This design comes from an exercise in tuning for small area on the open sky130 flow, not from production work. Function not checked in this run: the RTL went through the layout flow alone.

==> design/flow/design.v <==
package xgmii_tx_pkg;
    localparam logic [7:0] xgmii_idle   = 8'h07;
    localparam logic [7:0] xgmii_start  = 8'hfb;
    localparam logic [7:0] xgmii_term   = 8'hfd;
    localparam logic [7:0] xgmii_error  = 8'hfe;
    localparam logic [7:0] eth_preamble = 8'h55;
    localparam logic [7:0] eth_sfd      = 8'hd5;
    localparam logic [31:0] crc_poly = 32'hedb8_8320;   
    function automatic logic [31:0] crc32_byte(logic [31:0] crc, logic [7:0] b);
        logic [31:0] c;
        c = crc ^ {24'h0, b};
        for (int i = 0; i < 8; i++) begin
            if (c[0]) begin
                c = (c >> 1) ^ crc_poly;
            end else begin
                c = c >> 1;
            end
        end
        crc32_byte = c;
    endfunction
endpackage
module crc_xor2 (
    input  logic a_i,
    input  logic b_i,
    output logic y_o
);
    assign y_o = a_i ^ b_i;
endmodule
module crc_xnor2 (
    input  logic a_i,
    input  logic b_i,
    output logic y_o
);
    assign y_o = ~(a_i ^ b_i);
endmodule
module crc_aoi222 (
    input  logic a1_i, a2_i, b1_i, b2_i, c1_i, c2_i,
    output logic y_o
);
    assign y_o = ~((a1_i & a2_i) | (b1_i & b2_i) | (c1_i & c2_i));
endmodule
module crc_nand3 (
    input  logic a_i, b_i, c_i,
    output logic y_o
);
    assign y_o = ~(a_i & b_i & c_i);
endmodule
module crc32_step (
    input  logic [7:0]  x_i,     
    input  logic [7:0]  xn_i,    
    input  logic [31:8] c_i,     
    input  logic [7:0]  n_i,     
    output logic [7:0]  x_o,     
    output logic [7:0]  xn_o,    
    output logic [31:0] c_o      
);
    logic a_p03, a_p01, a_r2, a_p12, a_r3, a_p26, a_r4, a_p13, a_p47, a_r5, a_p45, a_p56, a_r7, b_q100, b_q101, b_q102, b_q103, b_q104, b_q105, b_q106, b_q107, b_q108, b_q109, b_q110, b_q111, b_q112, b_q113, b_s13_0, b_s13_1, b_s15_0, b_s17_0, b_s17_1, b_s18_0, b_s19_0, b_s19_1, b_s21_0, b_s22_0, b_s27_0, e0, e1, e2, e3, e4, e5, e6, e7;
    crc_xor2 u0 (.a_i(x_i[0]), .b_i(x_i[3]), .y_o(a_p03));
    crc_xor2 u1 (.a_i(x_i[0]), .b_i(x_i[1]), .y_o(a_p01));
    crc_xor2 u2 (.a_i(a_p01), .b_i(x_i[4]), .y_o(a_r2));
    crc_xor2 u3 (.a_i(x_i[1]), .b_i(x_i[2]), .y_o(a_p12));
    crc_xor2 u4 (.a_i(a_p12), .b_i(x_i[5]), .y_o(a_r3));
    crc_xor2 u5 (.a_i(x_i[2]), .b_i(x_i[6]), .y_o(a_p26));
    crc_xor2 u6 (.a_i(a_p03), .b_i(a_p26), .y_o(a_r4));
    crc_xor2 u7 (.a_i(x_i[1]), .b_i(x_i[3]), .y_o(a_p13));
    crc_xor2 u8 (.a_i(x_i[4]), .b_i(x_i[7]), .y_o(a_p47));
    crc_xor2 u9 (.a_i(a_p13), .b_i(a_p47), .y_o(a_r5));
    crc_xor2 u10 (.a_i(x_i[4]), .b_i(x_i[5]), .y_o(a_p45));
    crc_xor2 u11 (.a_i(x_i[5]), .b_i(x_i[6]), .y_o(a_p56));
    crc_xor2 u12 (.a_i(a_p56), .b_i(x_i[0]), .y_o(a_r7));
    crc_xor2 u13 (.a_i(xn_i[1]), .b_i(xn_i[6]), .y_o(b_q100));
    crc_xor2 u14 (.a_i(xn_i[0]), .b_i(xn_i[4]), .y_o(b_q101));
    crc_xor2 u15 (.a_i(xn_i[2]), .b_i(xn_i[3]), .y_o(b_q102));
    crc_xor2 u16 (.a_i(xn_i[5]), .b_i(xn_i[7]), .y_o(b_q103));
    crc_xor2 u17 (.a_i(xn_i[0]), .b_i(b_q100), .y_o(b_q104));
    crc_xor2 u18 (.a_i(xn_i[3]), .b_i(xn_i[4]), .y_o(b_q105));
    crc_xor2 u19 (.a_i(xn_i[5]), .b_i(b_q101), .y_o(b_q106));
    crc_xor2 u20 (.a_i(xn_i[2]), .b_i(b_q100), .y_o(b_q107));
    crc_xor2 u21 (.a_i(xn_i[2]), .b_i(b_q103), .y_o(b_q108));
    crc_xor2 u22 (.a_i(xn_i[5]), .b_i(b_q102), .y_o(b_q109));
    crc_xor2 u23 (.a_i(xn_i[6]), .b_i(xn_i[7]), .y_o(b_q110));
    crc_xor2 u24 (.a_i(xn_i[7]), .b_i(b_q100), .y_o(b_q111));
    crc_xor2 u25 (.a_i(b_q101), .b_i(b_q102), .y_o(b_q112));
    crc_xor2 u26 (.a_i(b_q105), .b_i(b_q110), .y_o(b_q113));
    crc_xor2 u27 (.a_i(xn_i[0]), .b_i(xn_i[1]), .y_o(b_s13_0));
    crc_xor2 u28 (.a_i(xn_i[5]), .b_i(b_s13_0), .y_o(b_s13_1));
    crc_xor2 u29 (.a_i(xn_i[7]), .b_i(b_q102), .y_o(b_s15_0));
    crc_xor2 u30 (.a_i(xn_i[1]), .b_i(xn_i[3]), .y_o(b_s17_0));
    crc_xor2 u31 (.a_i(b_q106), .b_i(b_s17_0), .y_o(b_s17_1));
    crc_xor2 u32 (.a_i(b_q106), .b_i(b_q107), .y_o(b_s18_0));
    crc_xor2 u33 (.a_i(b_q100), .b_i(b_q102), .y_o(b_s19_0));
    crc_xor2 u34 (.a_i(b_q103), .b_i(b_s19_0), .y_o(b_s19_1));
    crc_xor2 u35 (.a_i(xn_i[4]), .b_i(b_q108), .y_o(b_s21_0));
    crc_xor2 u36 (.a_i(xn_i[6]), .b_i(b_q109), .y_o(b_s22_0));
    crc_xor2 u37 (.a_i(b_q101), .b_i(b_q108), .y_o(c_o[24]));
    crc_xnor2 u38 (.a_i(b_q104), .b_i(b_q109), .y_o(c_o[25]));
    crc_xor2 u39 (.a_i(b_q111), .b_i(b_q112), .y_o(c_o[26]));
    crc_xor2 u40 (.a_i(xn_i[1]), .b_i(b_q103), .y_o(b_s27_0));
    crc_xor2 u41 (.a_i(b_q105), .b_i(b_s27_0), .y_o(c_o[27]));
    crc_xnor2 u42 (.a_i(xn_i[6]), .b_i(b_q106), .y_o(c_o[28]));
    crc_xor2 u43 (.a_i(b_q103), .b_i(b_q104), .y_o(c_o[29]));
    crc_xnor2 u44 (.a_i(xn_i[7]), .b_i(b_q104), .y_o(c_o[30]));
    crc_xnor2 u45 (.a_i(xn_i[1]), .b_i(xn_i[7]), .y_o(c_o[31]));
    crc_xnor2 u46 (.a_i(c_i[16]), .b_i(b_q111), .y_o(c_o[8]));
    crc_xnor2 u47 (.a_i(c_i[17]), .b_i(xn_i[7]), .y_o(c_o[9]));
    crc_xnor2 u48 (.a_i(c_i[18]), .b_i(xn_i[2]), .y_o(c_o[10]));
    crc_xnor2 u49 (.a_i(c_i[19]), .b_i(xn_i[3]), .y_o(c_o[11]));
    crc_xor2 u50 (.a_i(c_i[20]), .b_i(b_q101), .y_o(c_o[12]));
    crc_xnor2 u51 (.a_i(c_i[21]), .b_i(b_s13_1), .y_o(c_o[13]));
    crc_xnor2 u52 (.a_i(c_i[22]), .b_i(b_q107), .y_o(c_o[14]));
    crc_xnor2 u53 (.a_i(c_i[23]), .b_i(b_s15_0), .y_o(c_o[15]));
    crc_xor2 u54 (.a_i(c_i[24]), .b_i(b_q112), .y_o(c_o[16]));
    crc_xnor2 u55 (.a_i(c_i[25]), .b_i(b_s17_1), .y_o(c_o[17]));
    crc_xor2 u56 (.a_i(c_i[26]), .b_i(b_s18_0), .y_o(c_o[18]));
    crc_xor2 u57 (.a_i(c_i[27]), .b_i(b_s19_1), .y_o(c_o[19]));
    crc_xor2 u58 (.a_i(c_i[28]), .b_i(b_q113), .y_o(c_o[20]));
    crc_xor2 u59 (.a_i(c_i[29]), .b_i(b_s21_0), .y_o(c_o[21]));
    crc_xor2 u60 (.a_i(c_i[30]), .b_i(b_s22_0), .y_o(c_o[22]));
    crc_xor2 u61 (.a_i(c_i[31]), .b_i(b_q113), .y_o(c_o[23]));
    crc_xor2 u62 (.a_i(c_i[8]), .b_i(n_i[0]), .y_o(e0));
    crc_xnor2 u63 (.a_i(e0), .b_i(x_i[2]), .y_o(x_o[0]));
    crc_xnor2 u64 (.a_i(e0), .b_i(x_i[2]), .y_o(xn_o[0]));
    crc_xor2 u65 (.a_i(xn_o[0]), .b_i(n_i[0]), .y_o(c_o[0]));
    crc_xor2 u66 (.a_i(c_i[9]), .b_i(n_i[1]), .y_o(e1));
    crc_xor2 u67 (.a_i(e1), .b_i(a_p03), .y_o(x_o[1]));
    crc_xor2 u68 (.a_i(e1), .b_i(a_p03), .y_o(xn_o[1]));
    crc_xor2 u69 (.a_i(xn_o[1]), .b_i(n_i[1]), .y_o(c_o[1]));
    crc_xor2 u70 (.a_i(c_i[10]), .b_i(n_i[2]), .y_o(e2));
    crc_xnor2 u71 (.a_i(e2), .b_i(a_r2), .y_o(x_o[2]));
    crc_xnor2 u72 (.a_i(e2), .b_i(a_r2), .y_o(xn_o[2]));
    crc_xor2 u73 (.a_i(xn_o[2]), .b_i(n_i[2]), .y_o(c_o[2]));
    crc_xor2 u74 (.a_i(c_i[11]), .b_i(n_i[3]), .y_o(e3));
    crc_xnor2 u75 (.a_i(e3), .b_i(a_r3), .y_o(x_o[3]));
    crc_xnor2 u76 (.a_i(e3), .b_i(a_r3), .y_o(xn_o[3]));
    crc_xor2 u77 (.a_i(xn_o[3]), .b_i(n_i[3]), .y_o(c_o[3]));
    crc_xor2 u78 (.a_i(c_i[12]), .b_i(n_i[4]), .y_o(e4));
    crc_xor2 u79 (.a_i(e4), .b_i(a_r4), .y_o(x_o[4]));
    crc_xor2 u80 (.a_i(e4), .b_i(a_r4), .y_o(xn_o[4]));
    crc_xor2 u81 (.a_i(xn_o[4]), .b_i(n_i[4]), .y_o(c_o[4]));
    crc_xor2 u82 (.a_i(c_i[13]), .b_i(n_i[5]), .y_o(e5));
    crc_xor2 u83 (.a_i(e5), .b_i(a_r5), .y_o(x_o[5]));
    crc_xor2 u84 (.a_i(e5), .b_i(a_r5), .y_o(xn_o[5]));
    crc_xor2 u85 (.a_i(xn_o[5]), .b_i(n_i[5]), .y_o(c_o[5]));
    crc_xor2 u86 (.a_i(c_i[14]), .b_i(n_i[6]), .y_o(e6));
    crc_xor2 u87 (.a_i(e6), .b_i(a_p45), .y_o(x_o[6]));
    crc_xor2 u88 (.a_i(e6), .b_i(a_p45), .y_o(xn_o[6]));
    crc_xor2 u89 (.a_i(xn_o[6]), .b_i(n_i[6]), .y_o(c_o[6]));
    crc_xor2 u90 (.a_i(c_i[15]), .b_i(n_i[7]), .y_o(e7));
    crc_xnor2 u91 (.a_i(e7), .b_i(a_r7), .y_o(x_o[7]));
    crc_xnor2 u92 (.a_i(e7), .b_i(a_r7), .y_o(xn_o[7]));
    crc_xor2 u93 (.a_i(xn_o[7]), .b_i(n_i[7]), .y_o(c_o[7]));
endmodule
module crc32_step_pre (
    input  logic [7:0]  x_i,     
    input  logic [7:0]  xn_i,    
    input  logic [31:8] c_i,     
    input  logic [7:0]  n_i,     
    output logic [7:0]  x_o,     
    output logic [7:0]  xn_o,    
    output logic [7:0]  xm_o,    
    output logic [31:0] c_o      
);
    logic a_p03, a_p01, a_r2, a_p12, a_r3, a_p26, a_r4, a_p13, a_p47, a_r5, a_p45, a_p56, a_r7, b_q100, b_q101, b_q102, b_q103, b_q104, b_q105, b_q106, b_q107, b_q108, b_q109, b_q110, b_q111, b_q112, b_q113, b_s13_0, b_s13_1, b_s15_0, b_s17_0, b_s17_1, b_s18_0, b_s19_0, b_s19_1, b_s21_0, b_s22_0, b_s27_0, e0, e1, e2, e3, e4, e5, e6, e7;
    crc_xor2 u0 (.a_i(x_i[0]), .b_i(x_i[3]), .y_o(a_p03));
    crc_xor2 u1 (.a_i(x_i[0]), .b_i(x_i[1]), .y_o(a_p01));
    crc_xor2 u2 (.a_i(a_p01), .b_i(x_i[4]), .y_o(a_r2));
    crc_xor2 u3 (.a_i(x_i[1]), .b_i(x_i[2]), .y_o(a_p12));
    crc_xor2 u4 (.a_i(a_p12), .b_i(x_i[5]), .y_o(a_r3));
    crc_xor2 u5 (.a_i(x_i[2]), .b_i(x_i[6]), .y_o(a_p26));
    crc_xor2 u6 (.a_i(a_p03), .b_i(a_p26), .y_o(a_r4));
    crc_xor2 u7 (.a_i(x_i[1]), .b_i(x_i[3]), .y_o(a_p13));
    crc_xor2 u8 (.a_i(x_i[4]), .b_i(x_i[7]), .y_o(a_p47));
    crc_xor2 u9 (.a_i(a_p13), .b_i(a_p47), .y_o(a_r5));
    crc_xor2 u10 (.a_i(x_i[4]), .b_i(x_i[5]), .y_o(a_p45));
    crc_xor2 u11 (.a_i(x_i[5]), .b_i(x_i[6]), .y_o(a_p56));
    crc_xor2 u12 (.a_i(a_p56), .b_i(x_i[0]), .y_o(a_r7));
    crc_xor2 u13 (.a_i(xn_i[1]), .b_i(xn_i[6]), .y_o(b_q100));
    crc_xor2 u14 (.a_i(xn_i[0]), .b_i(xn_i[4]), .y_o(b_q101));
    crc_xor2 u15 (.a_i(xn_i[2]), .b_i(xn_i[3]), .y_o(b_q102));
    crc_xor2 u16 (.a_i(xn_i[5]), .b_i(xn_i[7]), .y_o(b_q103));
    crc_xor2 u17 (.a_i(xn_i[0]), .b_i(b_q100), .y_o(b_q104));
    crc_xor2 u18 (.a_i(xn_i[3]), .b_i(xn_i[4]), .y_o(b_q105));
    crc_xor2 u19 (.a_i(xn_i[5]), .b_i(b_q101), .y_o(b_q106));
    crc_xor2 u20 (.a_i(xn_i[2]), .b_i(b_q100), .y_o(b_q107));
    crc_xor2 u21 (.a_i(xn_i[2]), .b_i(b_q103), .y_o(b_q108));
    crc_xor2 u22 (.a_i(xn_i[5]), .b_i(b_q102), .y_o(b_q109));
    crc_xor2 u23 (.a_i(xn_i[6]), .b_i(xn_i[7]), .y_o(b_q110));
    crc_xor2 u24 (.a_i(xn_i[7]), .b_i(b_q100), .y_o(b_q111));
    crc_xor2 u25 (.a_i(b_q101), .b_i(b_q102), .y_o(b_q112));
    crc_xor2 u26 (.a_i(b_q105), .b_i(b_q110), .y_o(b_q113));
    crc_xor2 u27 (.a_i(xn_i[0]), .b_i(xn_i[1]), .y_o(b_s13_0));
    crc_xor2 u28 (.a_i(xn_i[5]), .b_i(b_s13_0), .y_o(b_s13_1));
    crc_xor2 u29 (.a_i(xn_i[7]), .b_i(b_q102), .y_o(b_s15_0));
    crc_xor2 u30 (.a_i(xn_i[1]), .b_i(xn_i[3]), .y_o(b_s17_0));
    crc_xor2 u31 (.a_i(b_q106), .b_i(b_s17_0), .y_o(b_s17_1));
    crc_xor2 u32 (.a_i(b_q106), .b_i(b_q107), .y_o(b_s18_0));
    crc_xor2 u33 (.a_i(b_q100), .b_i(b_q102), .y_o(b_s19_0));
    crc_xor2 u34 (.a_i(b_q103), .b_i(b_s19_0), .y_o(b_s19_1));
    crc_xor2 u35 (.a_i(xn_i[4]), .b_i(b_q108), .y_o(b_s21_0));
    crc_xor2 u36 (.a_i(xn_i[6]), .b_i(b_q109), .y_o(b_s22_0));
    crc_xor2 u37 (.a_i(b_q101), .b_i(b_q108), .y_o(c_o[24]));
    crc_xnor2 u38 (.a_i(b_q104), .b_i(b_q109), .y_o(c_o[25]));
    crc_xor2 u39 (.a_i(b_q111), .b_i(b_q112), .y_o(c_o[26]));
    crc_xor2 u40 (.a_i(xn_i[1]), .b_i(b_q103), .y_o(b_s27_0));
    crc_xor2 u41 (.a_i(b_q105), .b_i(b_s27_0), .y_o(c_o[27]));
    crc_xnor2 u42 (.a_i(xn_i[6]), .b_i(b_q106), .y_o(c_o[28]));
    crc_xor2 u43 (.a_i(b_q103), .b_i(b_q104), .y_o(c_o[29]));
    crc_xnor2 u44 (.a_i(xn_i[7]), .b_i(b_q104), .y_o(c_o[30]));
    crc_xnor2 u45 (.a_i(xn_i[1]), .b_i(xn_i[7]), .y_o(c_o[31]));
    crc_xnor2 u46 (.a_i(c_i[16]), .b_i(b_q111), .y_o(c_o[8]));
    crc_xnor2 u47 (.a_i(c_i[17]), .b_i(xn_i[7]), .y_o(c_o[9]));
    crc_xnor2 u48 (.a_i(c_i[18]), .b_i(xn_i[2]), .y_o(c_o[10]));
    crc_xnor2 u49 (.a_i(c_i[19]), .b_i(xn_i[3]), .y_o(c_o[11]));
    crc_xor2 u50 (.a_i(c_i[20]), .b_i(b_q101), .y_o(c_o[12]));
    crc_xnor2 u51 (.a_i(c_i[21]), .b_i(b_s13_1), .y_o(c_o[13]));
    crc_xnor2 u52 (.a_i(c_i[22]), .b_i(b_q107), .y_o(c_o[14]));
    crc_xnor2 u53 (.a_i(c_i[23]), .b_i(b_s15_0), .y_o(c_o[15]));
    crc_xor2 u54 (.a_i(c_i[24]), .b_i(b_q112), .y_o(c_o[16]));
    crc_xnor2 u55 (.a_i(c_i[25]), .b_i(b_s17_1), .y_o(c_o[17]));
    crc_xor2 u56 (.a_i(c_i[26]), .b_i(b_s18_0), .y_o(c_o[18]));
    crc_xor2 u57 (.a_i(c_i[27]), .b_i(b_s19_1), .y_o(c_o[19]));
    crc_xor2 u58 (.a_i(c_i[28]), .b_i(b_q113), .y_o(c_o[20]));
    crc_xor2 u59 (.a_i(c_i[29]), .b_i(b_s21_0), .y_o(c_o[21]));
    crc_xor2 u60 (.a_i(c_i[30]), .b_i(b_s22_0), .y_o(c_o[22]));
    crc_xor2 u61 (.a_i(c_i[31]), .b_i(b_q113), .y_o(c_o[23]));
    crc_xor2 u62 (.a_i(c_i[8]), .b_i(n_i[0]), .y_o(e0));
    crc_xnor2 u63 (.a_i(e0), .b_i(x_i[2]), .y_o(x_o[0]));
    crc_xnor2 u64 (.a_i(e0), .b_i(x_i[2]), .y_o(xn_o[0]));
    crc_xnor2 u65 (.a_i(e0), .b_i(x_i[2]), .y_o(xm_o[0]));
    crc_xor2 u66 (.a_i(xn_o[0]), .b_i(n_i[0]), .y_o(c_o[0]));
    crc_xor2 u67 (.a_i(c_i[9]), .b_i(n_i[1]), .y_o(e1));
    crc_xor2 u68 (.a_i(e1), .b_i(a_p03), .y_o(x_o[1]));
    crc_xor2 u69 (.a_i(e1), .b_i(a_p03), .y_o(xn_o[1]));
    crc_xor2 u70 (.a_i(e1), .b_i(a_p03), .y_o(xm_o[1]));
    crc_xor2 u71 (.a_i(xn_o[1]), .b_i(n_i[1]), .y_o(c_o[1]));
    crc_xor2 u72 (.a_i(c_i[10]), .b_i(n_i[2]), .y_o(e2));
    crc_xnor2 u73 (.a_i(e2), .b_i(a_r2), .y_o(x_o[2]));
    crc_xnor2 u74 (.a_i(e2), .b_i(a_r2), .y_o(xn_o[2]));
    crc_xnor2 u75 (.a_i(e2), .b_i(a_r2), .y_o(xm_o[2]));
    crc_xor2 u76 (.a_i(xn_o[2]), .b_i(n_i[2]), .y_o(c_o[2]));
    crc_xor2 u77 (.a_i(c_i[11]), .b_i(n_i[3]), .y_o(e3));
    crc_xnor2 u78 (.a_i(e3), .b_i(a_r3), .y_o(x_o[3]));
    crc_xnor2 u79 (.a_i(e3), .b_i(a_r3), .y_o(xn_o[3]));
    crc_xnor2 u80 (.a_i(e3), .b_i(a_r3), .y_o(xm_o[3]));
    crc_xor2 u81 (.a_i(xn_o[3]), .b_i(n_i[3]), .y_o(c_o[3]));
    crc_xor2 u82 (.a_i(c_i[12]), .b_i(n_i[4]), .y_o(e4));
    crc_xor2 u83 (.a_i(e4), .b_i(a_r4), .y_o(x_o[4]));
    crc_xor2 u84 (.a_i(e4), .b_i(a_r4), .y_o(xn_o[4]));
    crc_xor2 u85 (.a_i(e4), .b_i(a_r4), .y_o(xm_o[4]));
    crc_xor2 u86 (.a_i(xn_o[4]), .b_i(n_i[4]), .y_o(c_o[4]));
    crc_xor2 u87 (.a_i(c_i[13]), .b_i(n_i[5]), .y_o(e5));
    crc_xor2 u88 (.a_i(e5), .b_i(a_r5), .y_o(x_o[5]));
    crc_xor2 u89 (.a_i(e5), .b_i(a_r5), .y_o(xn_o[5]));
    crc_xor2 u90 (.a_i(e5), .b_i(a_r5), .y_o(xm_o[5]));
    crc_xor2 u91 (.a_i(xn_o[5]), .b_i(n_i[5]), .y_o(c_o[5]));
    crc_xor2 u92 (.a_i(c_i[14]), .b_i(n_i[6]), .y_o(e6));
    crc_xor2 u93 (.a_i(e6), .b_i(a_p45), .y_o(x_o[6]));
    crc_xor2 u94 (.a_i(e6), .b_i(a_p45), .y_o(xn_o[6]));
    crc_xor2 u95 (.a_i(e6), .b_i(a_p45), .y_o(xm_o[6]));
    crc_xor2 u96 (.a_i(xn_o[6]), .b_i(n_i[6]), .y_o(c_o[6]));
    crc_xor2 u97 (.a_i(c_i[15]), .b_i(n_i[7]), .y_o(e7));
    crc_xnor2 u98 (.a_i(e7), .b_i(a_r7), .y_o(x_o[7]));
    crc_xnor2 u99 (.a_i(e7), .b_i(a_r7), .y_o(xn_o[7]));
    crc_xnor2 u100 (.a_i(e7), .b_i(a_r7), .y_o(xm_o[7]));
    crc_xor2 u101 (.a_i(xn_o[7]), .b_i(n_i[7]), .y_o(c_o[7]));
endmodule
module crc32_step_last (
    input  logic [7:0]  x_i,     
    input  logic [7:0]  xn_i,    
    input  logic [31:8] c_i,     
    input  logic [7:0]  xm_i,    
    output logic [31:0] c_o      
);
    logic a_p03, a_p01, a_r2, a_p12, a_r3, a_p26, a_r4, a_p13, a_p47, a_r5, a_p45, a_p56, a_r7, b_q100, b_q101, b_q102, b_q103, b_q104, b_q105, b_q106, b_q107, b_q108, b_q109, b_q110, b_q111, b_q112, b_q113, b_q114, b_s8_0, b_s13_0, b_s14_0, b_s16_0, b_s17_0, b_s17_1, b_s18_0, b_s18_1, b_s19_0, b_s22_0, b_s26_0, b_s27_0, b_s28_0;
    crc_xor2 u0 (.a_i(x_i[0]), .b_i(x_i[3]), .y_o(a_p03));
    crc_xor2 u1 (.a_i(x_i[0]), .b_i(x_i[1]), .y_o(a_p01));
    crc_xor2 u2 (.a_i(a_p01), .b_i(x_i[4]), .y_o(a_r2));
    crc_xor2 u3 (.a_i(x_i[1]), .b_i(x_i[2]), .y_o(a_p12));
    crc_xor2 u4 (.a_i(a_p12), .b_i(x_i[5]), .y_o(a_r3));
    crc_xor2 u5 (.a_i(x_i[2]), .b_i(x_i[6]), .y_o(a_p26));
    crc_xor2 u6 (.a_i(a_p03), .b_i(a_p26), .y_o(a_r4));
    crc_xor2 u7 (.a_i(x_i[1]), .b_i(x_i[3]), .y_o(a_p13));
    crc_xor2 u8 (.a_i(x_i[4]), .b_i(x_i[7]), .y_o(a_p47));
    crc_xor2 u9 (.a_i(a_p13), .b_i(a_p47), .y_o(a_r5));
    crc_xor2 u10 (.a_i(x_i[4]), .b_i(x_i[5]), .y_o(a_p45));
    crc_xor2 u11 (.a_i(x_i[5]), .b_i(x_i[6]), .y_o(a_p56));
    crc_xor2 u12 (.a_i(a_p56), .b_i(x_i[0]), .y_o(a_r7));
    crc_xor2 u13 (.a_i(xm_i[4]), .b_i(xm_i[7]), .y_o(b_q100));
    crc_xor2 u14 (.a_i(xm_i[0]), .b_i(xm_i[6]), .y_o(b_q101));
    crc_xor2 u15 (.a_i(xn_i[0]), .b_i(xn_i[4]), .y_o(b_q102));
    crc_xor2 u16 (.a_i(xn_i[1]), .b_i(xn_i[5]), .y_o(b_q103));
    crc_xor2 u17 (.a_i(xm_i[1]), .b_i(b_q101), .y_o(b_q104));
    crc_xor2 u18 (.a_i(xm_i[2]), .b_i(xm_i[5]), .y_o(b_q105));
    crc_xor2 u19 (.a_i(xm_i[3]), .b_i(b_q100), .y_o(b_q106));
    crc_xor2 u20 (.a_i(xn_i[2]), .b_i(xn_i[3]), .y_o(b_q107));
    crc_xor2 u21 (.a_i(xn_i[1]), .b_i(xn_i[6]), .y_o(b_q108));
    crc_xor2 u22 (.a_i(xn_i[6]), .b_i(b_q103), .y_o(b_q109));
    crc_xor2 u23 (.a_i(xn_i[7]), .b_i(b_q107), .y_o(b_q110));
    crc_xor2 u24 (.a_i(xm_i[3]), .b_i(b_q105), .y_o(b_q111));
    crc_xor2 u25 (.a_i(xm_i[6]), .b_i(b_q106), .y_o(b_q112));
    crc_xnor2 u26 (.a_i(xm_i[7]), .b_i(b_q104), .y_o(b_q113));
    crc_xor2 u27 (.a_i(b_q100), .b_i(b_q105), .y_o(b_q114));
    crc_xor2 u28 (.a_i(xn_i[7]), .b_i(b_q108), .y_o(b_s8_0));
    crc_xor2 u29 (.a_i(xn_i[0]), .b_i(b_q103), .y_o(b_s13_0));
    crc_xor2 u30 (.a_i(xn_i[2]), .b_i(b_q108), .y_o(b_s14_0));
    crc_xor2 u31 (.a_i(b_q102), .b_i(b_q107), .y_o(b_s16_0));
    crc_xor2 u32 (.a_i(xn_i[3]), .b_i(b_q102), .y_o(b_s17_0));
    crc_xor2 u33 (.a_i(b_q103), .b_i(b_s17_0), .y_o(b_s17_1));
    crc_xor2 u34 (.a_i(xn_i[2]), .b_i(b_q102), .y_o(b_s18_0));
    crc_xor2 u35 (.a_i(b_q109), .b_i(b_s18_0), .y_o(b_s18_1));
    crc_xor2 u36 (.a_i(b_q109), .b_i(b_q110), .y_o(b_s19_0));
    crc_xor2 u37 (.a_i(xm_i[6]), .b_i(b_q111), .y_o(b_s22_0));
    crc_xor2 u38 (.a_i(xm_i[0]), .b_i(b_q114), .y_o(c_o[24]));
    crc_xnor2 u39 (.a_i(b_q104), .b_i(b_q111), .y_o(c_o[25]));
    crc_xor2 u40 (.a_i(xm_i[2]), .b_i(b_q104), .y_o(b_s26_0));
    crc_xor2 u41 (.a_i(b_q106), .b_i(b_s26_0), .y_o(c_o[26]));
    crc_xor2 u42 (.a_i(xm_i[1]), .b_i(xm_i[5]), .y_o(b_s27_0));
    crc_xor2 u43 (.a_i(b_q106), .b_i(b_s27_0), .y_o(c_o[27]));
    crc_xor2 u44 (.a_i(xm_i[4]), .b_i(xm_i[5]), .y_o(b_s28_0));
    crc_xnor2 u45 (.a_i(b_q101), .b_i(b_s28_0), .y_o(c_o[28]));
    crc_xnor2 u46 (.a_i(xm_i[5]), .b_i(b_q113), .y_o(c_o[29]));
    crc_xnor2 u47 (.a_i(xm_i[1]), .b_i(xm_i[7]), .y_o(c_o[31]));
    crc_xnor2 u48 (.a_i(c_i[16]), .b_i(b_s8_0), .y_o(c_o[8]));
    crc_xnor2 u49 (.a_i(c_i[17]), .b_i(xn_i[7]), .y_o(c_o[9]));
    crc_xnor2 u50 (.a_i(c_i[18]), .b_i(xn_i[2]), .y_o(c_o[10]));
    crc_xnor2 u51 (.a_i(c_i[19]), .b_i(xn_i[3]), .y_o(c_o[11]));
    crc_xor2 u52 (.a_i(c_i[20]), .b_i(b_q102), .y_o(c_o[12]));
    crc_xnor2 u53 (.a_i(c_i[21]), .b_i(b_s13_0), .y_o(c_o[13]));
    crc_xnor2 u54 (.a_i(c_i[22]), .b_i(b_s14_0), .y_o(c_o[14]));
    crc_xnor2 u55 (.a_i(c_i[23]), .b_i(b_q110), .y_o(c_o[15]));
    crc_xor2 u56 (.a_i(c_i[24]), .b_i(b_s16_0), .y_o(c_o[16]));
    crc_xnor2 u57 (.a_i(c_i[25]), .b_i(b_s17_1), .y_o(c_o[17]));
    crc_xor2 u58 (.a_i(c_i[26]), .b_i(b_s18_1), .y_o(c_o[18]));
    crc_xor2 u59 (.a_i(c_i[27]), .b_i(b_s19_0), .y_o(c_o[19]));
    crc_xor2 u60 (.a_i(c_i[28]), .b_i(b_q112), .y_o(c_o[20]));
    crc_xor2 u61 (.a_i(c_i[29]), .b_i(b_q114), .y_o(c_o[21]));
    crc_xor2 u62 (.a_i(c_i[30]), .b_i(b_s22_0), .y_o(c_o[22]));
    crc_xor2 u63 (.a_i(c_i[31]), .b_i(b_q112), .y_o(c_o[23]));
    crc_xnor2 u64 (.a_i(c_i[8]), .b_i(x_i[2]), .y_o(c_o[0]));
    crc_xor2 u65 (.a_i(c_i[9]), .b_i(a_p03), .y_o(c_o[1]));
    crc_xnor2 u66 (.a_i(c_i[10]), .b_i(a_r2), .y_o(c_o[2]));
    crc_xnor2 u67 (.a_i(c_i[11]), .b_i(a_r3), .y_o(c_o[3]));
    crc_xor2 u68 (.a_i(c_i[12]), .b_i(a_r4), .y_o(c_o[4]));
    crc_xor2 u69 (.a_i(c_i[13]), .b_i(a_r5), .y_o(c_o[5]));
    crc_xor2 u70 (.a_i(c_i[14]), .b_i(a_p45), .y_o(c_o[6]));
    crc_xnor2 u71 (.a_i(c_i[15]), .b_i(a_r7), .y_o(c_o[7]));
    assign c_o[30] = b_q113;
endmodule
module crc32_d64 (
    input  logic [31:0] inv_i,     
    input  logic [63:0] beat_i,
    input  logic [7:0]  sel_i,     
    input  logic        hold_i,
    output logic [31:0] inv_o
);
    logic [31:0] chain [9];
    logic [31:0] rot   [9];
    logic [31:0] p0, p1, p2;
    logic [7:0]  x  [8];     
    logic [7:0]  xn [8];     
    logic [7:0]  xm7;        
    assign chain[0] = inv_i;
    for (genvar j = 0; j < 8; j++) begin : g_x0
        crc_xor2 u  (.a_i(inv_i[j]), .b_i(beat_i[j]), .y_o(x[0][j]));
        crc_xor2 un (.a_i(inv_i[j]), .b_i(beat_i[j]), .y_o(xn[0][j]));
    end
    for (genvar i = 0; i < 6; i++) begin : g_step
        crc32_step step (
            .x_i  (x[i]),
            .xn_i (xn[i]),
            .c_i  (chain[i][31:8]),
            .n_i  (beat_i[8*(i+1) +: 8]),
            .x_o  (x[i+1]),
            .xn_o (xn[i+1]),
            .c_o  (chain[i+1])
        );
    end
    crc32_step_pre step6 (
        .x_i  (x[6]),
        .xn_i (xn[6]),
        .c_i  (chain[6][31:8]),
        .n_i  (beat_i[63:56]),
        .x_o  (x[7]),
        .xn_o (xn[7]),
        .xm_o (xm7),
        .c_o  (chain[7])
    );
    crc32_step_last step7 (
        .x_i  (x[7]),
        .xn_i (xn[7]),
        .xm_i (xm7),
        .c_i  (chain[7][31:8]),
        .c_o  (chain[8])
    );
    always_comb begin
        rot[0] = '0;
        for (int n = 1; n <= 8; n++) begin
            for (int p = 0; p < 4; p++) begin
                rot[n][8*p +: 8] = chain[n][8*((p - n) & 3) +: 8];
            end
        end
    end
    for (genvar b = 0; b < 32; b++) begin : g_sel
        crc_aoi222 s0 (.a1_i(sel_i[0]), .a2_i(rot[1][b]), .b1_i(sel_i[1]), .b2_i(rot[2][b]),
                       .c1_i(sel_i[2]), .c2_i(rot[3][b]), .y_o(p0[b]));
        crc_aoi222 s1 (.a1_i(sel_i[3]), .a2_i(rot[4][b]), .b1_i(sel_i[4]), .b2_i(rot[5][b]),
                       .c1_i(sel_i[5]), .c2_i(rot[6][b]), .y_o(p1[b]));
        crc_aoi222 s2 (.a1_i(sel_i[6]), .a2_i(rot[7][b]), .b1_i(sel_i[7]), .b2_i(rot[8][b]),
                       .c1_i(hold_i),   .c2_i(inv_i[b]),  .y_o(p2[b]));
        crc_nand3  s3 (.a_i(p0[b]), .b_i(p1[b]), .c_i(p2[b]), .y_o(inv_o[b]));
    end
endmodule
module xgmii_ao221 (
    input  logic a1_i, a2_i, b1_i, b2_i, c1_i,
    output logic y_o
);
    assign y_o = (a1_i & a2_i) | (b1_i & b2_i) | c1_i;
endmodule
module xgmii_tail_pack (
    input  logic        start_i,
    input  logic        data_i,
    input  logic        tail_i,
    input  logic        term_i,
    input  logic        err_i,
    input  logic [7:0]  keep_i,
    input  logic [63:0] beat_i,    
    input  logic [31:0] fcs_i,     
    output logic [63:0] d_o,
    output logic [7:0]  c_o
);
    logic       tail_ok, tail_err;
    logic [7:0] sel_d, sel_r, is_t, is_i;
    logic [7:0] ch [8];
    assign tail_ok  = tail_i & ~err_i;
    assign tail_err = tail_i & err_i;
    always_comb begin
        for (int j = 0; j < 8; j++) begin
            sel_d[j] = data_i | (tail_ok & keep_i[j]) | (tail_err && j >= 1 && j <= 6);
            sel_r[j] = tail_ok & ~keep_i[j] & ((j < 4) ? 1'b1 : keep_i[(j+4)%8]);
            if (j < 4) sel_r[j] = sel_r[j] | (term_i & keep_i[j+4]);
            if (j < 4) begin
                is_t[j] = term_i & keep_i[j+3] & ~keep_i[(j+4)%8];
            end else if (j == 4) begin
                is_t[j] = term_i & keep_i[7];
            end else begin
                is_t[j] = tail_ok & keep_i[j-5] & ~keep_i[j-4];
            end
            if (j == 7) is_t[j] = is_t[j] | tail_err;
            is_i[j] = ~(sel_d[j] | sel_r[j] | is_t[j] | start_i | (tail_err && j == 0));
        end
        for (int j = 0; j < 8; j++) begin
            ch[j] = ({8{is_i[j]}} & xgmii_tx_pkg::xgmii_idle) |
                    ({8{is_t[j]}} & xgmii_tx_pkg::xgmii_term);
        end
        ch[0] = ch[0] | ({8{start_i}} & xgmii_tx_pkg::xgmii_start) |
                        ({8{tail_err}} & xgmii_tx_pkg::xgmii_error);
        for (int j = 1; j < 7; j++) ch[j] = ch[j] | ({8{start_i}} & xgmii_tx_pkg::eth_preamble);
        ch[7] = ch[7] | ({8{start_i}} & xgmii_tx_pkg::eth_sfd);
        for (int j = 0; j < 8; j++) begin
            c_o[j] = ~(sel_d[j] | sel_r[j] | (start_i && j != 0));
        end
    end
    for (genvar j = 0; j < 8; j++) begin : g_lane
        for (genvar b = 0; b < 8; b++) begin : g_bit
            xgmii_ao221 o (.a1_i(sel_d[j]), .a2_i(beat_i[8*j+b]), .b1_i(sel_r[j]),
                           .b2_i(fcs_i[8*(j%4)+b]), .c1_i(ch[j][b]), .y_o(d_o[8*j+b]));
        end
    end
endmodule
module tx_frame_ctrl (
    input  logic       rst,
    input  logic       tvalid_i,
    input  logic       tlast_i,
    input  logic       err_i,
    input  logic [7:0] keep_i,
    input  logic       tready_i,
    input  logic       start_i,     
    input  logic       data_i,      
    input  logic       last_i,      
    input  logic       tail_i,      
    input  logic       term_i,      
    output logic       tready_o,
    output logic       start_o,
    output logic       data_o,
    output logic       last_o,
    output logic       tail_o,
    output logic       term_o,
    output logic [7:0] sel_o,       
    output logic       hold_o       
);
    logic accept;
    logic beat;      
    logic more;      
    assign accept = tvalid_i & tready_i;
    assign beat   = start_i | data_i;
    assign more   = tail_i & ~err_i & keep_i[3];
    assign start_o  = ~rst & accept & ~beat;
    assign data_o   = ~rst & accept & beat;
    assign last_o   = ~rst & accept & tlast_i;
    assign tail_o   = ~rst & last_i;
    assign term_o   = ~rst & more;
    assign tready_o = ~rst & (tready_i ? ~(accept & tlast_i) : ~(last_i | more));
    always_comb begin
        for (int k = 0; k < 7; k++) begin
            sel_o[k] = beat & last_i & keep_i[k] & ~keep_i[k+1];
        end
        sel_o[7] = beat & (~last_i | keep_i[7]);
    end
    assign hold_o = tail_i | term_i;
endmodule
module axis_xgmii_tx (
    input  logic        clk,
    input  logic        rst,
    input  logic [63:0] tdata_i,
    input  logic [7:0]  tkeep_i,
    input  logic        tvalid_i,
    input  logic        tlast_i,
    input  logic        tuser_i,
    output logic        tready_o,
    output logic [63:0] xgmii_d_o,
    output logic [7:0]  xgmii_c_o
);
    logic [63:0] d1_q;      
    logic [63:0] d2_q;      
    logic [31:0] crc_q;     
    logic [31:0] crc_d;
    logic [7:1]  keep_q;    
    logic        err_q;
    logic        tready_q, start_q, data_q, last_q, tail_q, term_q;
    logic        tready_d, start_d, data_d, last_d, tail_d, term_d;
    logic        hold;
    logic [7:0]  sel;
    tx_frame_ctrl ctrl0 (
        .rst      (rst),
        .tvalid_i (tvalid_i),
        .tlast_i  (tlast_i),
        .err_i    (err_q),
        .keep_i   ({keep_q, 1'b1}),
        .tready_i (tready_q),
        .start_i  (start_q),
        .data_i   (data_q),
        .last_i   (last_q),
        .tail_i   (tail_q),
        .term_i   (term_q),
        .tready_o (tready_d),
        .start_o  (start_d),
        .data_o   (data_d),
        .last_o   (last_d),
        .tail_o   (tail_d),
        .term_o   (term_d),
        .sel_o    (sel),
        .hold_o   (hold)
    );
    crc32_d64 crc0 (
        .inv_i  (crc_q),
        .beat_i (d1_q),
        .sel_i  (sel),
        .hold_i (hold),
        .inv_o  (crc_d)
    );
    xgmii_tail_pack pack0 (
        .start_i (start_q),
        .data_i  (data_q),
        .tail_i  (tail_q),
        .term_i  (term_q),
        .err_i   (err_q),
        .keep_i  ({keep_q, 1'b1}),
        .beat_i  (d2_q),
        .fcs_i   (crc_q),
        .d_o     (xgmii_d_o),
        .c_o     (xgmii_c_o)
    );
    assign tready_o = tready_q;
    always_ff @(posedge clk) begin
        d1_q     <= tdata_i;
        d2_q     <= d1_q;
        crc_q    <= crc_d;
        tready_q <= tready_d;
        start_q  <= start_d;
        data_q   <= data_d;
        last_q   <= last_d;
        tail_q   <= tail_d;
        term_q   <= term_d;
    end
    always_ff @(posedge clk) begin
        if (tready_q) begin
            keep_q <= tkeep_i[7:1];
            err_q  <= tuser_i;
        end
    end
endmodule
==> design/flow/flow/run.sh <==
#!/bin/bash
# Layout: the standard flow (standard synthesis unchanged), with the input and
# output port buffers made of the smallest plain buffer cell.
set -euo pipefail
export BUFFER_PORTS_ARGS="-buffer_cell sky130_fd_sc_hd__buf_1"
bash standard.sh > standard_flow.log 2>&1
==> design/flow/standard.sh <==
#!/bin/bash
# synth_recipe.tcl (not shown) runs the flow's synth.tcl, then flattens the netlist and writes it again
# the make line also repeats each setting of config.mk as NAME=value (left out here)
make -C /OpenROAD-flow-scripts/flow DESIGN_CONFIG=/design/flow/config.mk WORK_HOME=/design/flow/orfs CLKGATE_MAP_FILE= SYNTH_SCRIPT=/design/flow/synth_recipe.tcl "${@:-finish}"
==> design/flow/config.mk <==
export PLATFORM = sky130hd
export DESIGN_NAME = axis_xgmii_tx
export DESIGN_NICKNAME = axis_xgmii_tx
export VERILOG_FILES = /design/flow/design.v
export SDC_FILE = /design/flow/constraint.sdc
export NUM_CORES = 4
export LEC_CHECK = 0
export CAP_MARGIN = 20
export CORE_MARGIN = 2
export CORE_UTILIZATION = 55
export CTS_BUF_LIST = sky130_fd_sc_hd__clkbuf_8
export GPL_TIMING_DRIVEN = 1
export SETUP_SLACK_MARGIN = 0.05
export SLEW_MARGIN = 20
export SYNTH_HIERARCHICAL = 1
==> design/flow/constraint.sdc <==
create_clock -name core_clock -period 9.0 [get_ports {clk}]
set_input_delay 1.8000 -clock core_clock [delete_from_list [all_inputs] [get_ports {clk}]]
set_output_delay 1.8000 -clock core_clock [all_outputs]
set_load 0.01 [all_outputs]
==> out/metrics.cfg <==
[global_routing]
grt.total_usage=0.381
grt_max_degree=33
grt-ovfl-total=0
grt_pass1_vias=10100
antenna_found_initial=0
grt_pass1_wl_mm=66.6

[final_layout]
fillers=1989
drive_above_1_share=0.104
utilization=0.655
final_area_um2=14800
antennaDiodeCount=0
mostFrequentLayoutCells=xor2_1 (584), dfxtp_1 (166), xnor2_1 (157)
final_common_cell=xor2_1
areaGrowthSynthToFinish_pct=17.0
nets=1582

[synth]
synthArstFlopShare=0
synthDistinctLibCells=39
synth_edf_count=8
synth_area_per_cell_um2=10.2
synthMuxAreaShare=0
syn-instance-count=1245
synth_ff_type=dfxtp_1
synth-seq-cells=174
yosys.area.top_type=xor2_1
ys_seq_area_frac=0.281
synth_top_area_frac=0.410
synth_xor_area_frac=0.521
netlist_top_cells_area=xor2_1 (41%), dfxtp_1 (26%), xnor2_1 (11%), a222oi_1 (7.6%), a221o_1 (5.1%)
synth_compound_area_frac=0.143
ys_warn_count=18
synth_fa_ha_area_frac=0
synth_top_family_by_area=XOR/XNOR gates
syn_area_um2=12700
synth_simple_gate_area_frac=0.0497

[clock_network]
cts_max_level=4
clk_pin_slew_ns=0.11
clkSinkCount=174
cts_tree=done
clock_latency_ns=0.48
ctsResizeCount=0
post_cts_buffers=0
numCtsBuffers=17
root_buffer=clkbuf_8
clockBufferDepth=2
cts-hold-fix-buffers=0

[worst_setup_path]
path_class=flop to flop
required_ns=9.33
cp.arrival_ns=8.77
crit_buf_inv=0
cp_top_family=XOR/XNOR gates
slowest_delay_ns=0.46
crit_top_cell=xor2_1
crit_path_start_kind=flop
crit_slowest_cell=dfxtp_1
critPathCaptureType=flop
cp_max_fo=3

[floorplan]
num_io_pins=150
row_count=55
initial_core_util=0.560
die_y_um=156
fp.dieW_um=156
design.core.area_um2=22600
die_area_um2=24300

[sta]
rsz0062_at_grt=no
setup_viol=0
relSlewSlack=0.327
slew_violations=0
finalSetupTns_ns=0
min_period_ns=8.43
tightest_slew_ns=0.999
hold_violations=0
fin_crit_sh=0.937
max_freq_mhz=119
skew_ns=0.0189

[detailed_routing]
wl_per_cell_um=26.2
vias=11000
drtAntennaViolNets=0
route.detailed.drc=0
wl_mm=47.3
first_iter_violations=1751
drtPass1Iterations=9
vias_per_cell=6.11

[outcome]
status=finished clean

[placement]
numPortBuffers=148
dp_hpwl_mm=37.2
place.gp.congestion=1.03
dpl_cell_area_um2=14300

[min_path]
hold_path_class=flop to flop

[flow_run]
maxCapViolations=0

[routing by layer]
layer | GRT usage | wire length, um
met4 | 0.183 | 2480
met3 | 0.0753 | 4840
met2 | 0.575 | 20300
met5 | 0 | 0
met1 | 0.523 | 19600
[layout make-up]
type,instances,area [um2],area share
Clock buffer,17,234,0.0158
Clock inverter,14,153,0.0103
Timing Repair Buffer,246,1300,0.0879
Sequential cell,174,3560,0.240
Tap cell,285,357,0.0240
Inverter,4,15.0,0.00101
Multi-Input combinational cell,1062,9200,0.621
[cell usage after synthesis, types with 2 or more instances]
library cell	instances
xnor2_1	161
o21ai_0	15
nor3b_2	6
and4bb_1	2
a21oi_2	2
nand3_1	32
nand2b_1	11
a221o_1	64
inv_1	4
nand3b_1	2
clkbuf_1	3
edfxtp_1	8
nor4_1	4
nor3b_1	2
a21o_1	4
nor2b_1	5
or2_2	4
dfxtp_1	166
or2_1	2
a222oi_1	96
nand2_1	10
buf_2	3
xor2_1	593
nor2_1	24
buf_4	2
a21oi_1	3
o21a_1	2
nor3_1	4
[through the flow]
step           hold WS, ns  setup WS, ns  std cells
4_1_cts              0.399         0.474       1802
3_5_place_dp         0.386         0.532       1771
3_3_place_gp         0.382         0.658       1771
5_1_grt              0.401        0.0295       1802
6_report             0.398         0.567       1802
2_1_floorplan        0.373          1.53       1249
[Yosys stat by module (local to each module, per instance), a selection]
module / flip-flops and latches / times used / cells
crc_aoi222: 0 / 96 / 1
axis_xgmii_tx: 174 / 1 / 175
tx_frame_ctrl: 0 / 1 / 24
crc_xor2: 0 / 593 / 1
crc_nand3: 0 / 32 / 1
xgmii_tail_pack: 0 / 1 / 99
crc32_step_last: 0 / 1 / 1
xgmii_ao221: 0 / 64 / 1
crc_xnor2: 0 / 161 / 1
[flip-flops by register name, indices dropped and copies added (netlist names)]
register and flops:
keep_q 7, err_q 1, last_q 1, tail_q 1, d1_q 64, crc_q 32, d2_q 64, term_q 1
tready_q 1, data_q 1, start_q 1
[logic make-up (layout without fill, tap and decap cells)]
family,count (synthesis),in the layout
buffers and inverters,13,281
and+or+nand+nor,111,111
other,1,5
AOI/OAI and AO/OA,192,192
xor gates and xnor gates,754,754
DFF,174,174
[worst register-to-register path, delay by kind of cell (launching register included)]
kind	cells	cell delay, ns
AOI/OAI and AO/OA	1	0.24
xor gates and xnor gates	26	7.48
DFF	1	0.46
and+or+nand+nor	1	0.11
[path summary, 6_finish.rpt]
path                            slack (ns)     start  cells after the start         to
worst max-delay path                  0.57  crc_q[0]                     28  crc_q[20]
worst min-delay path                  0.40  d1_q[63]                      0   d2_q[63]
worst max register to register        0.57  crc_q[0]                     28  crc_q[20]
worst min register to register        0.40  d1_q[63]                      0   d2_q[63]

## what the ideal ports hide
In the flow no input, the clock included, has a driving cell. The finished layout below was timed again as built, in two steps. Step 1 assumes that a clkbuf_16 drives the clock port and a buf_2 every other input. Step 2, shift: input delay + t, output delay - t, t = (earliest + latest rising clock arrival at the registers) / 2. This alone moves slack from input paths to output paths. a / b / c = no drivers / after step 1 / after step 2; a / b = the first two.
t (ns): 0.523
setup WS [ns]: 0.567 / 0.567 / 0.567
latest minus earliest clock arrival (ns): 0.020 / 0.020
slew at the worst register clock pin (ns): 0.12 / 0.12
worst slew at a driven data input, ns: 0.04
After both steps setup and hold are still met in this run. The setup slack of this run moves by 0.000 ns with the drivers and by 0.000 ns with both steps.
